Context: an optimization exercise on an open-source flow, tuned for small area, a short achievable clock period and few clock cycles per item. The choices shown serve that exercise and are no tape-out recipe. Where RTL was checked, it was by simulation tests only, not by an equivalence proof against the original.

==> inputs of run Y <==
==> flow/design.v (excerpt) <==
module adsr_envelope_generator #(
  parameter int POSITION_BITS = 24
) (
  input  wire         clk,
  input  wire         rst,
  input  wire         psel,
  input  wire         penable,
  input  wire         pwrite,
  input  wire  [3:0]  paddr,
  input  wire  [31:0] pwdata,
  output logic [31:0] prdata,
  output logic        pready,
  input  wire         s_axis_tvalid,
  output logic        s_axis_tready,
  input  wire  [23:0] s_axis_tdata,   
  input  wire  [1:0]  s_axis_tuser,   
  output logic        m_axis_tvalid,
  input  wire         m_axis_tready,
  output logic [39:0] m_axis_tdata    
);
clock: 13.0 ns
lec_check: 0
cap_margin: 20
core_margin: 2
core_utilization: 40
setup_slack_margin: 5
slew_margin: 20
run.sh (not shown) runs the stock make flow with config.mk's settings and CLKGATE_MAP_FILE= SYNTH_SCRIPT=/design/flow/synth_recipe.tcl, a recipe that flattens the netlist after the stock synthesis.
==> run X: changes against run Y <==
--- a/flow/design.v
+++ b/flow/design.v
@@ -52,20 +52,22 @@
         2'd1: dec_len <= pwdata[23:0];
         2'd2: sus_lvl <= pwdata[15:0];
         default: rel_len <= pwdata[23:0];
       endcase
     end
   end
-  always_comb begin
+  logic [23:0] rd_q;
+  always_ff @(posedge clk) begin
     case (paddr[3:2])
-      2'd0: prdata = {8'd0, att_len};
-      2'd1: prdata = {8'd0, dec_len};
-      2'd2: prdata = {16'd0, sus_lvl};
-      default: prdata = {8'd0, rel_len};
+      2'd0: rd_q <= att_len;
+      2'd1: rd_q <= dec_len;
+      2'd2: rd_q <= {8'd0, sus_lvl};
+      default: rd_q <= rel_len;
     endcase
   end
+  assign prdata = {8'd0, rd_q};
 endmodule
 `default_nettype wire
 `default_nettype none
 module adsr_div (
   input  wire         clk,
   input  wire         start,
@@ -73,21 +75,23 @@
   input  wire  [23:0] len,
   input  wire         run,
   output logic [15:0] q,
   output logic [23:0] r
 );
   logic [24:0] t;
+  logic [25:0] d;
   logic        ge;
   assign t  = {r, q[15]};
-  assign ge = (t >= {1'b0, len});
+  assign d  = {1'b0, t} - {2'b0, len};
+  assign ge = !d[25];
   always_ff @(posedge clk) begin
     if (start) begin
       q <= m;
       r <= '0;
     end else if (run) begin
-      r <= ge ? 24'(t - {1'b0, len}) : t[23:0];
+      r <= ge ? d[23:0] : t[23:0];
       q <= {q[14:0], ge};
     end
   end
 endmodule
 `default_nettype wire
 `default_nettype none
@@ -757,14 +761,12 @@
   logic [2:0]  phase;
   logic [23:0] pos;
   logic [15:0] lvl;         
   logic [23:0] r;
   logic [15:0] rsl;
   logic        lvl0;        
-  logic [15:0] st_q;
-  logic [23:0] st_r;
   logic        cur_ok;
   logic        eng_busy;
   logic        eng_ok;
   logic [1:0]  eng_tag;
   logic [3:0]  eng_cnt;
   logic [15:0] eng_q;
@@ -808,25 +810,34 @@
   logic        hold;
   logic        blk;
   assign is_smp = (bc_kind == adsr_pkg::KIND_SAMPLE);
   assign hold   = m_axis_tvalid && !m_axis_tready;
   assign blk    = sync_on || (is_smp && (need_sync || (ramp && !(k_ok && k_a == bc_a))));
   assign c_fire = bc_v && !hold && !blk;
-  assign s_axis_tready = !bc_v || c_fire;
+  logic        sk_v;
+  logic [25:0] sk_d;
+  logic        bc_free;
+  logic        acc;
+  assign s_axis_tready = !sk_v;
+  assign acc     = s_axis_tvalid && !sk_v && !rst;
+  assign bc_free = !bc_v || c_fire;
   always_ff @(posedge clk) begin
     if (rst) begin
       bc_v <= 1'b0;
-    end else if (s_axis_tready) begin
-      bc_v <= s_axis_tvalid;
+      sk_v <= 1'b0;
+    end else if (bc_free) begin
+      bc_v <= sk_v || acc;
+      sk_v <= 1'b0;
+    end else if (acc) begin
+      sk_v <= 1'b1;
     end
   end
   always_ff @(posedge clk) begin
-    if (s_axis_tready) begin
-      bc_kind <= s_axis_tuser;
-      bc_a    <= s_axis_tdata[23:16];
-      bc_smp  <= s_axis_tdata[15:0];
+    if (!sk_v) sk_d <= {s_axis_tuser, s_axis_tdata};
+    if (bc_free) begin
+      {bc_kind, bc_a, bc_smp} <= sk_v ? sk_d : {s_axis_tuser, s_axis_tdata};
     end
   end
   logic [23:0] k_n;
   logic [4:0]  k_msb;
   logic        k_go_item, k_go;
   logic [15:0] k_yq;
@@ -841,17 +852,25 @@
       if (k_n[i]) k_msb = 5'(i);
     end
   end
   assign k_go_item = bc_v && is_smp && ramp && cur_ok && !need_sync && !sync_on &&
                      !(k_ok && k_a == bc_a) && !k_busy;
   assign k_go = k_go_item || (sync_on && sync_ph == 2'd0 && !k_busy && !k_ok);
-  assign k_yq   = k_add ? st_q : k_q;
-  assign k_yr   = k_add ? st_r : k_r;
+  assign k_yq   = k_add ? eng_q : k_q;
+  assign k_yr   = k_add ? eng_r : k_r;
+  logic [25:0] k_xl, k_cs, k_cc;
+  logic [15:0] k_qa, k_qb;
+  assign k_xl   = ~{2'b0, len};
+  assign k_cs   = {2'b0, k_r} ^ {2'b0, k_yr} ^ k_xl;
+  assign k_cc   = {(({2'b0, k_r} & {2'b0, k_yr}) | ({2'b0, k_r} & k_xl) |
+                    ({2'b0, k_yr} & k_xl)), 1'b0};
   assign k_t0   = {1'b0, k_r} + {1'b0, k_yr};
-  assign k_t1   = {2'b0, k_r} + {2'b0, k_yr} - {2'b0, len};
+  assign k_t1   = k_cs + k_cc + 26'd1;
   assign k_wrap = !k_t1[25];
+  assign k_qa   = k_q + k_yq;
+  assign k_qb   = k_q + k_yq + 16'd1;
   logic [24:0] p_sum;
   logic        p_end;
   logic [2:0]  ph_next;
   assign p_sum = {1'b0, pos} + 25'(bc_a);
   assign p_end = (p_sum >= {1'b0, len});
   always_comb begin
@@ -867,27 +886,25 @@
   end
   logic        up_r, up_l;
   logic [25:0] x_rho, x_len, cs_s, cs_c;
   logic [25:0] s0, s1;
   logic        wrap;
   logic [23:0] r_new;
-  logic [15:0] l_d, l_a, l_b, lvl_new;
+  logic [15:0] l_d, lvl_new;
   assign up_r  = !is_rel;
   assign up_l  = is_att;
   assign x_rho = up_r ? {2'b0, k_r} : ~{2'b0, k_r};
   assign x_len = up_r ? ~{2'b0, len} : {2'b0, len};
   assign s0    = {2'b0, r} + x_rho + 26'(!up_r);
   assign cs_s  = {2'b0, r} ^ x_rho ^ x_len;
   assign cs_c  = {(({2'b0, r} & x_rho) | ({2'b0, r} & x_len) | (x_rho & x_len)), 1'b0};
   assign s1    = cs_s + cs_c + 26'd1;
   assign wrap  = up_r ? !s1[25] : s0[25];
   assign r_new = wrap ? s1[23:0] : s0[23:0];
   assign l_d   = up_l ? k_q : ~k_q;
-  assign l_a   = lvl + l_d;
-  assign l_b   = lvl + l_d + 16'd1;
-  assign lvl_new = (wrap == up_l) ? l_b : l_a;
+  assign lvl_new = lvl + l_d + 16'(wrap == up_l);
   logic [15:0] lvl_entry;
   always_comb begin
     case (phase)
       adsr_pkg::PH_ATTACK:  lvl_entry = (att_len == '0) ? UNITY : 16'd0;
       adsr_pkg::PH_DECAY:   lvl_entry = UNITY;
       default:              lvl_entry = (rel_len == '0) ? 16'd0 : rsl;
@@ -895,24 +912,26 @@
   end
   logic        div_start;
   logic [1:0]  job;
   logic [15:0] job_m;
   logic [23:0] div_len;
   logic [1:0]  need_tag;
-  logic        need_cur;
-  logic        take_eng;
+  logic        k_need;
   assign need_tag = is_att ? adsr_pkg::JOB_A : is_dec ? adsr_pkg::JOB_D : adsr_pkg::JOB_R;
-  assign need_cur = ramp && !cur_ok;
-  assign take_eng = need_cur && eng_ok && (eng_tag == need_tag);
-  assign job      = need_cur ? need_tag : (is_att ? adsr_pkg::JOB_D : adsr_pkg::JOB_A);
-  assign div_start = !take_eng && !((eng_busy || eng_ok) && (eng_tag == job));
+  assign cur_ok   = ramp && eng_ok && (eng_tag == need_tag);
+  assign k_need   = ramp && (k_busy || sync_on || need_sync ||
+                             (bc_v && is_smp && !(k_ok && k_a == bc_a)));
+  assign job      = k_need ? need_tag :
+                    is_att ? adsr_pkg::JOB_D :
+                    (phase == adsr_pkg::PH_SUSTAIN) ? adsr_pkg::JOB_R : adsr_pkg::JOB_A;
+  assign div_start = !((eng_busy || eng_ok) && (eng_tag == job));
   always_comb begin
     case (job)
       adsr_pkg::JOB_A: job_m = UNITY;
       adsr_pkg::JOB_D: job_m = 16'(UNITY - s_cl);
-      default:         job_m = rsl;
+      default:         job_m = (phase == adsr_pkg::PH_SUSTAIN) ? s_cl : rsl;
     endcase
     case (eng_tag)
       adsr_pkg::JOB_A: div_len = att_len;
       adsr_pkg::JOB_D: div_len = dec_len;
       default:         div_len = rel_len;
     endcase
@@ -931,13 +950,12 @@
   assign sync_start = !sync_on && need_sync && ramp && cur_ok && !(bc_v && !is_smp);
   always_ff @(posedge clk) begin
     if (rst) begin
       phase     <= adsr_pkg::PH_OFF;
       lvl       <= '0;
       lvl0      <= 1'b1;
-      cur_ok    <= 1'b0;
       eng_busy  <= 1'b0;
       eng_ok    <= 1'b0;
       eng_tag   <= 2'd0;
       eng_cnt   <= '0;
       k_ok      <= 1'b0;
       k_busy    <= 1'b0;
@@ -948,18 +966,13 @@
         eng_cnt <= eng_cnt + 4'd1;
         if (eng_cnt == 4'd15) begin
           eng_busy <= 1'b0;
           eng_ok   <= 1'b1;
         end
       end
-      if (take_eng) begin
-        st_q   <= eng_q;
-        st_r   <= eng_r;
-        cur_ok <= 1'b1;
-        eng_ok <= 1'b0;
-      end else if (div_start) begin
+      if (div_start) begin
         eng_busy <= 1'b1;
         eng_ok   <= 1'b0;
         eng_tag  <= job;
         eng_cnt  <= '0;
       end
       if (k_go) begin
@@ -967,32 +980,31 @@
         k_add <= 1'b0;
         k_j   <= k_msb - 5'd1;
         if (k_n == '0) begin
           k_q  <= '0;
           k_r  <= '0;
         end else begin
-          k_q  <= st_q;
-          k_r  <= st_r;
+          k_q  <= eng_q;
+          k_r  <= eng_r;
         end
         k_ok   <= (k_msb == '0);
         k_busy <= (k_msb != '0);
       end else if (k_busy) begin
-        k_q <= k_q + k_yq + 16'(k_wrap);
+        k_q <= k_wrap ? k_qb : k_qa;
         k_r <= k_wrap ? k_t1[23:0] : k_t0[23:0];
         if (!k_add && k_n[k_j]) begin
           k_add <= 1'b1;
         end else begin
           k_add <= 1'b0;
           k_j   <= k_j - 5'd1;
           if (k_j == '0) begin
             k_busy <= 1'b0;
             k_ok   <= 1'b1;
           end
         end
       end
-      if (take_eng) k_ok <= 1'b0;
       if (need_sync && !ramp) begin
         need_sync <= 1'b0;
         if (phase == adsr_pkg::PH_SUSTAIN) lvl <= s_cl;
       end
       if (sync_start) begin
         need_sync <= 1'b0;
@@ -1025,31 +1037,23 @@
             lvl       <= (att_len == '0) ? UNITY : 16'd0;
             lvl0      <= 1'b1;
             pos       <= '0;
             r         <= '0;
             need_sync <= 1'b0;
             k_ok      <= 1'b0;
-            if (eng_ok && eng_tag == adsr_pkg::JOB_A) begin
-              st_q   <= eng_q;
-              st_r   <= eng_r;
-              cur_ok <= 1'b1;
-              eng_ok <= 1'b0;
-            end else begin
-              cur_ok <= 1'b0;
-            end
           end
           adsr_pkg::KIND_RELEASE: begin
             phase     <= adsr_pkg::PH_RELEASE;
             rsl       <= cur_level;
             lvl       <= (rel_len == '0) ? 16'd0 : cur_level;
             pos       <= '0;
             r         <= '0;
             need_sync <= 1'b0;
             k_ok      <= 1'b0;
-            cur_ok    <= 1'b0;
-            if (eng_tag == adsr_pkg::JOB_R) begin
+            if (!(eng_tag == adsr_pkg::JOB_R && phase == adsr_pkg::PH_SUSTAIN &&
+                  cur_level == s_cl)) begin
               eng_busy <= 1'b0;
               eng_ok   <= 1'b0;
             end
           end
           adsr_pkg::KIND_OFF: begin
             phase     <= adsr_pkg::PH_OFF;
@@ -1066,31 +1070,22 @@
                 k_ok  <= 1'b0;
                 case (phase)
                   adsr_pkg::PH_ATTACK: lvl <= UNITY;
                   adsr_pkg::PH_DECAY:  lvl <= s_cl;
                   default:             lvl <= '0;
                 endcase
-                if (is_att && eng_ok && eng_tag == adsr_pkg::JOB_D) begin
-                  st_q   <= eng_q;
-                  st_r   <= eng_r;
-                  cur_ok <= 1'b1;
-                  eng_ok <= 1'b0;
-                end else begin
-                  cur_ok <= 1'b0;
-                end
               end else begin
                 pos <= p_sum[23:0];
                 lvl <= lvl_new;
                 r   <= r_new;
               end
             end
           end
         endcase
       end
       if (cfg_wr) begin
-        cur_ok    <= 1'b0;
         eng_busy  <= 1'b0;
         eng_ok    <= 1'b0;
         k_ok      <= 1'b0;
         k_busy    <= 1'b0;
         sync_on   <= 1'b0;
         need_sync <= 1'b1;
==> flow/flow/run.sh (new file) <==
#!/bin/bash
# standard synthesis, then the standard layout with a larger setup margin for repair_timing
set -euo pipefail
bash standard.sh synth > synth.log 2>&1
bash standard.sh SETUP_SLACK_MARGIN=7 finish > layout.log 2>&1
==> flow/standard.sh (new file) <==
#!/bin/bash
# synth_recipe.tcl (not shown) runs the flow's synth.tcl, then flattens the netlist and writes it again
# the make line also repeats each setting of config.mk as NAME=value (left out here)
make -C /OpenROAD-flow-scripts/flow DESIGN_CONFIG=/design/flow/config.mk WORK_HOME=/design/flow/orfs CLKGATE_MAP_FILE= SYNTH_SCRIPT=/design/flow/synth_recipe.tcl "${@:-finish}"
- CORE_UTILIZATION: 40 -> 60
- SETUP_SLACK_MARGIN: 5 -> not set
removed: flow/run.sh
==> results.py <==
metrics = {
    "outcome": {
        "status": "finished clean",
    },
    "global_routing": {
        "grt_pass1_vias": 32600,
    },
    "critical_path": {
        "timing.critical_path.required_ns": 13.56,
    },
    "sta": {
        "fin_skew_ns": 0.0274,
    },
    "layout": {
        "stdcell_area_um2": 43600,
    },
}
Source of the figures above: run X

==> results.py <==
metrics = {
    "sta": {
        "fin_skew_ns": 0.0319,
    },
    "layout": {
        "stdcell_area_um2": 41600,
    },
    "outcome": {
        "status": "finished clean",
    },
    "critical_path": {
        "timing.critical_path.required_ns": 10.40,
    },
}
Source of the figures above: run Y

Testbench counts of run Y, summed over its fixed seeds: cycles 46,442, items 43,471.
No functional check of the RTL was part of run X.

re-timing with driven ports:
The flow's constraints put no driver on any port. The routed layouts listed below were extracted and timed again, unchanged, in two steps.
Step 1 assumes that a clkbuf_16 drives the clock port and a buf_2 every other input.
Step 2 adds t to the input delays and takes it off the output delays; t is the mean of the earliest and latest rising clock arrival at the registers after step 1. Input paths then give back, and output paths get back, about the clock's delay inside the block.
Slacks: ideal / step 1 / step 2; pairs: ideal / step 1.
| run | t, ns | setup WS [ns] | worst data-port slew with drivers (ns) |
|---|---|---|---|
| run Y | 0.682 | 5.256 / 5.226 / 5.226 | 0.12 |
| run X | 0.691 | 6.429 / 6.429 / 6.429 | 0.06 |
After both steps setup and hold are still met in every run listed. For run Y, which loses most, drivers alone change the setup slack by -0.030 ns; drivers and shift together by -0.030 ns.
